What follows belongs to an exercise in optimizing a design on an open flow for small area and a short achievable clock period; a production flow would make more cautious choices. Where RTL was checked, it was by simulation tests only, not by an equivalence proof against the original. Power and IR drop assume default switching activity.

== job 8390 ==
// mem_io_responder
module mem_io_responder #(
  parameter int MEM_AW   = 7,
  parameter int N_LED    = 10,
  parameter int N_SW     = 10,
  parameter int PRESCALE = 100,
  parameter int PS_W     = 7
) (
  input  logic              Clock,
  input  logic              Resetn,
  input  logic [15:0]       ADDR,
  input  logic [15:0]       DOUT,
  input  logic              W,
  output logic [15:0]       DIN,
  input  logic [N_SW-1:0]   SW,
  output logic [N_LED-1:0]  LEDR,
  output logic              Tick_flag
);
  localparam int NW = 2**MEM_AW;
  localparam int NG = NW / 8;
  logic [NW-1:0][15:0] mem;
  logic [15:0] din_q, din_d, cnt_q, cnt_d, rld_q, rld_d, rd_n, oth;
  logic [N_LED-1:0] led_q, led_d;
  logic [N_SW-1:0] sw1_q, sw2_q;
  logic [PS_W-1:0] ps_q, ps_d;
  logic en_q, en_d, ar_q, ar_d, flag_q, flag_d;
  logic sel_ram, sel_led, sel_sw, sel_tmr, wr_cnt, wr_ctl, run, tick, cnt_one;
  logic [NW-1:0] rsel, wsel, wsel_n;
  logic [NW-1:0][15:0] mem_d;
  logic [15:0][NG-1:0] grp;
  assign sel_ram = ADDR[15:12] == 4'h0;
  ...
Size in the first run: roughly 6300 cells after synthesis, roughly 2100 flip-flops, roughly 72 I/O pins, roughly 0.075 sq mm of cells after synthesis.
==> flow/config.mk <==
export PLATFORM = sky130hd
export DESIGN_NAME = mem_io_responder
export DESIGN_NICKNAME = mem_io_responder
export VERILOG_FILES = /design/flow/design.v
export SDC_FILE = /design/flow/constraint.sdc
export NUM_CORES = 4
export LEC_CHECK = 0
export CAP_MARGIN = 20
export CORE_MARGIN = 2
export CORE_UTILIZATION = 50
export CTS_BUF_LIST = sky130_fd_sc_hd__clkbuf_16
export CTS_CLUSTER_DIAMETER = 100
export CTS_CLUSTER_SIZE = 25
export SLEW_MARGIN = 20
export SYNTH_HIERARCHICAL = 1
==> flow/constraint.sdc <==
create_clock -name core_clock -period 10.0 [get_ports {Clock}]
set_input_delay 2.0000 -clock core_clock [delete_from_list [all_inputs] [get_ports {Clock}]]
set_output_delay 2.0000 -clock core_clock [all_outputs]
set_load 0.01 [all_outputs]
standard.sh (not shown) runs the stock make flow with config.mk's settings and CLKGATE_MAP_FILE= SYNTH_SCRIPT=/design/flow/synth_recipe.tcl, a recipe that flattens the netlist after the stock synthesis.
==> flow/flow/run.sh <==
#!/bin/bash
set -euo pipefail
MARGIN=$(cat flow/margin.txt)
bash standard.sh SETUP_SLACK_MARGIN=$MARGIN finish > flow_make.log 2>&1 || { tail -50 flow_make.log; exit 1; }
tail -5 flow_make.log
==> flow/flow/margin.txt <==
7
Job 8390 reached the end of the flow, and the finished layout is clean on the timing, design-rule and antenna checks.
[inputs] job 4033 vs job 8390
Settings: TNS_END_PERCENT newly set to 10.
==> flow/flow/margin.txt <==
6.5
Notes after the runs:
- Job 4033 vs job 8390 — pin count of the biggest net entering global routing rose about 8%.
- Compared with job 8390, job 4033 shows a lower diode insertion count for antenna repair.
- Job 8390 vs job 4033, worst setup path startpoint: ADDR[3] vs ADDR[6]
- Lower share of total power in the clock network was reported by job 4033, not job 8390.
- din_q[14]$_DFF_PN0_ as the critical path endpoint was reported by job 8390, and din_q[13]$_DFF_PN0_ by job 4033.
For job 7551, these inputs were changed with respect to job 4033:
Settings: TNS_END_PERCENT removed (was 10).
==> results.txt <==
Job 7551 vs. job 4033: portion of the clock cycle consumed by the worst path in the final layout -2.3 points, placed instance area rose by about 0.6%, routed length on met1 increased by 6500 um relative to the old numbers, final area has increased, non-filler instance count after layout now larger.
The timing endpoint of the critical path comes out din_q[7]$_DFF_PN0_ in one run and din_q[13]$_DFF_PN0_ in the other, namely in job 7551 and job 4033 respectively.
No run of this note included a check of the RTL's function; only the layout flow was run.


== lane 1 ==
The RTL this note starts from:
==> flow/design.v <==
module mio_ao8 (
  input  logic [7:0] s,
  input  logic [7:0] d,
  output logic       y
);
  assign y = |(s & d);
endmodule
module mio_nor2 (
  input  logic [1:0] a,
  output logic       y_n
);
  assign y_n = ~|a;
endmodule
module mio_nand4 (
  input  logic [3:0] a,
  output logic       y_n
);
  assign y_n = ~&a;
endmodule
module mio_nor16 (
  input  logic [15:0] a,
  output logic        y_n
);
  logic [7:0] p_n;
  logic [1:0] q;
  for (genvar k = 0; k < 8; k++) begin : g_p
    mio_nor2 u_p (.a(a[2*k +: 2]), .y_n(p_n[k]));
  end
  for (genvar m = 0; m < 2; m++) begin : g_q
    mio_nand4 u_q (.a(p_n[4*m +: 4]), .y_n(q[m]));
  end
  mio_nor2 u_r (.a(q), .y_n(y_n));
endmodule
module mio_hold (
  input  logic q,
  input  logic we,
  input  logic we_n,
  input  logic d,
  output logic y
);
  assign y = (q | we) & (we_n | d);
endmodule
module mio_fin (
  input  logic rd_n,
  input  logic ram_rd_n,
  input  logic oth_n,
  output logic y
);
  assign y = ~((ram_rd_n | rd_n) & oth_n);
endmodule
module mio_predec #(
  parameter int N = 3
) (
  input  logic [N-1:0]    a,
  output logic [2**N-1:0] y_n
);
  always_comb
    for (int k = 0; k < 2**N; k++) y_n[k] = a != N'(k);
endmodule
module mio_predec_en #(
  parameter int N = 3
) (
  input  logic [N-1:0]    a,
  input  logic            en,
  output logic [2**N-1:0] y_n
);
  always_comb
    for (int k = 0; k < 2**N; k++) y_n[k] = !(en && a == N'(k));
endmodule
module mio_wl (
  input  logic a_n,
  input  logic b_n,
  output logic we,
  output logic we_n
);
  assign we   = !(a_n || b_n);
  assign we_n = a_n || b_n;
endmodule
module mem_io_responder #(
  parameter int MEM_AW   = 7,
  parameter int N_LED    = 10,
  parameter int N_SW     = 10,
  parameter int PRESCALE = 100,
  parameter int PS_W     = 7
) (
  input  logic              Clock,
  input  logic              Resetn,
  input  logic [15:0]       ADDR,
  input  logic [15:0]       DOUT,
  input  logic              W,
  output logic [15:0]       DIN,
  input  logic [N_SW-1:0]   SW,
  output logic [N_LED-1:0]  LEDR,
  output logic              Tick_flag
);
  localparam int NW = 2**MEM_AW;
  localparam int NG = NW / 8;
  logic [NW-1:0][15:0] mem;
  logic [15:0] din_q, din_d, cnt_q, cnt_d, rld_q, rld_d, rd_n, oth;
  logic [N_LED-1:0] led_q, led_d;
  logic [N_SW-1:0] sw1_q, sw2_q;
  logic [PS_W-1:0] ps_q, ps_d;
  logic en_q, en_d, ar_q, ar_d, flag_q, flag_d;
  logic sel_ram, sel_led, sel_sw, sel_tmr, wr_cnt, wr_ctl, run, tick, cnt_one;
  logic [NW-1:0] rsel, wsel, wsel_n;
  logic [NW-1:0][15:0] mem_d;
  logic [15:0][NG-1:0] grp;
  assign sel_ram = ADDR[15:12] == 4'h0;
  assign sel_led = ADDR[15:12] == 4'h1;
  assign sel_sw  = ADDR[15:12] == 4'h2;
  assign sel_tmr = ADDR[15:12] == 4'h3;
  assign wr_cnt  = W && sel_tmr && !ADDR[0];
  assign wr_ctl  = W && sel_tmr && ADDR[0];
  assign cnt_one = cnt_q == 16'd1;
  assign run     = en_q && cnt_q != '0;
  assign tick    = run && ps_q == PS_W'(PRESCALE - 1);
  logic ram_rd, ram_wr;
  assign ram_rd = sel_ram && !W;
  assign ram_wr = sel_ram && W;
  logic [7:0] pl_n, pw_n;
  logic [NG-1:0] ph_n;
  mio_predec #(.N(3)) u_pl (.a(ADDR[2:0]), .y_n(pl_n));
  mio_predec #(.N(MEM_AW-3)) u_ph (.a(ADDR[MEM_AW-1:3]), .y_n(ph_n));
  mio_predec_en #(.N(3)) u_pw (.a(ADDR[2:0]), .en(ram_wr), .y_n(pw_n));
  always_comb
    for (int i = 0; i < NW; i++) rsel[i] = !(pl_n[i%8] || ph_n[i/8]);
  for (genvar i = 0; i < NW; i++) begin : g_wl
    mio_wl u_wl (.a_n(pw_n[i%8]), .b_n(ph_n[i/8]), .we(wsel[i]), .we_n(wsel_n[i]));
  end
  for (genvar b = 0; b < 16; b++) begin : g_bit
    for (genvar g = 0; g < NG; g++) begin : g_grp
      logic [7:0] d;
      for (genvar j = 0; j < 8; j++) begin : g_w
        assign d[j] = mem[g*8 + j][b];
      end
      mio_ao8 u_ao (.s(rsel[g*8 +: 8]), .d(d), .y(grp[b][g]));
    end
    mio_nor16 u_nor (.a(grp[b]), .y_n(rd_n[b]));
  end
  always_comb begin
    led_d  = W && sel_led ? DOUT[N_LED-1:0] : led_q;
    ps_d   = (wr_cnt || tick || !run) ? '0 : ps_q + PS_W'(1);
    cnt_d  = wr_cnt ? DOUT : !tick ? cnt_q : cnt_one ? (ar_q ? rld_q : '0) : cnt_q - 16'd1;
    rld_d  = wr_cnt ? DOUT : rld_q;
    en_d   = wr_ctl ? DOUT[0] : en_q;
    ar_d   = wr_ctl ? DOUT[1] : ar_q;
    flag_d = (tick && cnt_one) || (flag_q && !(wr_ctl && DOUT[2]));
    oth    = ({16{ram_wr}} & DOUT) |
             ({16{sel_led}} & 16'(led_d)) |
             ({16{sel_sw}}  & 16'(sw2_q)) |
             ({16{sel_tmr && ADDR[0]}} & {13'b0, flag_d, ar_d, en_d}) |
             ({16{sel_tmr && !ADDR[0]}} & cnt_d);
  end
  for (genvar b = 0; b < 16; b++) begin : g_fin
    mio_fin u_fin (.rd_n(rd_n[b]), .ram_rd_n(!ram_rd), .oth_n(!oth[b]), .y(din_d[b]));
  end
  always_ff @(posedge Clock or negedge Resetn)
    if (!Resetn) begin
      din_q  <= '0;
      led_q  <= '0;
      sw1_q  <= '0;
      sw2_q  <= '0;
      cnt_q  <= '0;
      rld_q  <= '0;
      ps_q   <= '0;
      en_q   <= 1'b0;
      ar_q   <= 1'b0;
      flag_q <= 1'b0;
    end else begin
      din_q  <= din_d;
      led_q  <= led_d;
      sw1_q  <= SW;
      sw2_q  <= sw1_q;
      cnt_q  <= cnt_d;
      rld_q  <= rld_d;
      ps_q   <= ps_d;
      en_q   <= en_d;
      ar_q   <= ar_d;
      flag_q <= flag_d;
    end
  for (genvar i = 0; i < NW; i++) begin : g_word
    for (genvar b = 0; b < 16; b++) begin : g_b
      mio_hold u_hold (.q(mem[i][b]), .we(wsel[i]), .we_n(wsel_n[i]), .d(DOUT[b]), .y(mem_d[i][b]));
    end
  end
  always_ff @(posedge Clock)
    mem <= mem_d;
  assign DIN       = din_q;
  assign LEDR      = led_q;
  assign Tick_flag = flag_q;
endmodule
export LEC_CHECK = 0
export CAP_MARGIN = 20
export CORE_MARGIN = 2
export CORE_UTILIZATION = 50
export CTS_BUF_LIST = sky130_fd_sc_hd__clkbuf_16
export CTS_CLUSTER_DIAMETER = 100
export CTS_CLUSTER_SIZE = 25
export GPL_TIMING_DRIVEN = 0
export SLEW_MARGIN = 20
export SYNTH_HIERARCHICAL = 1
create_clock -name core_clock -period 10.0 [get_ports {Clock}]
==> flow/flow/margin.txt <==
6.25
Scripts as last shown in full above: flow/flow/run.sh
What lane 2 does differently from lane 1 at the input level:
Settings: GPL_TIMING_DRIVEN removed (was 0); PLACE_DENSITY newly set to 0.7; CORE_UTILIZATION changed from 50 to 60.
==> comparison <==
- Between lane 1 and lane 2, the flow reports number of fill cells decreasing by more than a quarter.
- Going from lane 1 to lane 2, the area growth from synthesis to final layout was found to have gone down by 1.3 points.
- Comparing lane 2 and lane 1, core utilization of the finished layout is lower on lane 1.
- Having completed the whole flow, lane 2 delivered a layout that passed the timing, design-rule and antenna checks.
- Diff lane 2 and lane 1: clock share of power lower in lane 2
- Compared with lane 1, in lane 2 routed length on met2 moved down; power of the combinational group +about 0.7%; register-to-register setup slack decreased by 0.14 ns relative to the old numbers; ratio of final minimum period to clock period picked up an extra 0.39 points.
- Higher worst slack after detailed placement goes to lane 2 over lane 1.
- Worst hold slack in lane 2 vs lane 1: up 0.015 ns
[inputs] lane 3 vs lane 2
Settings: a change of CORE_UTILIZATION from 60 to 50; a deleted PLACE_DENSITY that had been 0.7.
==> flow/flow/run.sh <==
#!/bin/bash
set -euo pipefail
MARGIN=$(cat flow/margin.txt)
bash standard.sh SETUP_SLACK_MARGIN=$MARGIN "BUFFER_PORTS_ARGS=-buffer_cell sky130_fd_sc_hd__buf_2" finish > flow_make.log 2>&1 || { tail -50 flow_make.log; exit 1; }
tail -5 flow_make.log
Findings:
Every run in the comparison, lane 2 and lane 3, completed the flow with a clean layout. Looking at lane 2 and lane 3, the area of the mapped netlist is a wash. Delta (lane 3 minus lane 2): final wirelength +2.4%; routability congestion estimate went down; clock-buffer cell count now sits lower; area enclosed by the die boundary higher. Summary of lane 3 over lane 2: power saw little to no change; number of buffers outside the clock class in the layout saw a decrease.
Input changes introduced in lane 4 (baseline for comparison: lane 3):
==> flow/flow/run.sh <==
#!/bin/bash
set -euo pipefail
MARGIN=$(cat flow/margin.txt)
bash standard.sh SETUP_SLACK_MARGIN=$MARGIN finish > flow_make.log 2>&1 || { tail -50 flow_make.log; exit 1; }
tail -5 flow_make.log
==> flow/flow/margin.txt <==
5.5
### Flow results
Lane 4 finished all stages; the layout is clean.
Lane 4 against lane 3: combinational share of power saw a decrease, via density per instance saw a decrease, area growth from synthesis to final layout saw a decrease.
Filler cell count in the final layout for lane 4 is higher than for lane 3.
For hold slack, lane 3 and lane 4 come out practically identical.
Note that the total of cells resized after clock tree synthesis recorded for lane 4 amounts to 0.60 times the value seen in lane 3.
Relative to lane 3, the weighted congestion at the end of routability-driven global placement measured on lane 4 has increased by a few percent.
From lane 3 to lane 4 the numbers moved as follows: total sequential power ~0 delta; fraction of standard cell area in multi-input logic dropped 0.75 points.
Input changes introduced in lane 5 (baseline for comparison: lane 4):
==> flow/flow/margin.txt <==
6.25
--- outcome ---
Lane 5 | status: complete | timing, DRC, antenna: pass. The origin of the worst setup path comes out ADDR[3] in one run and ADDR[4] in the other, namely in lane 4 and lane 5 respectively. [compare] base=lane 4 new=lane 5: vertical extent of the die held steady, sum of internal, switching and leakage power rose by 1.1%. Normalized max-slew margin is lower on lane 4.

## separate check: timing with driven ports
Ports are ideal in the flow. The routed layouts listed here were re-timed in OpenROAD. Step 1 sets driving cells, clkbuf_16 on the clock port and buf_2 on the other inputs (assumed; they add their load-dependent delay and slew). Step 2 times the ports against the registers' clock, not the clock port: input delays grow and output delays shrink by t, the midpoint of the rising clock arrivals with the driver on. a / b / c = ideal ports / drivers / drivers and shift; a / b = the first two.
run	shift t [ns]	setup slack, ns	worst setup path at the end	slew at the worst register clock pin (ns)	worst data-port slew with drivers (ns)
job 8390	0.861	5.885 / 5.849 / 4.988	input to register	0.12 / 0.12	0.21
job 4033	0.827	5.753 / 5.783 / 4.957	input to register	0.11 / 0.11	0.07
job 7551	0.832	5.986 / 5.883 / 5.051	input to register	0.12 / 0.12	0.34
lane 1	0.820	5.969 / 5.932 / 5.112	input to register	0.11 / 0.11	0.22
lane 2	0.828	5.930 / 5.949 / 5.121	input to register	0.11 / 0.11	0.11
lane 3	0.828	5.889 / 5.917 / 5.089	input to register	0.11 / 0.11	0.09
lane 4	0.829	5.354 / 5.414 / 4.586	input to register	0.11 / 0.11	0.06
lane 5	0.833	5.979 / 5.989 / 5.155	input to register	0.11 / 0.11	0.12
After both steps every run listed still meets setup and hold. For job 7551, which loses most, drivers alone change the setup slack by -0.103 ns; drivers and shift together by -0.935 ns.
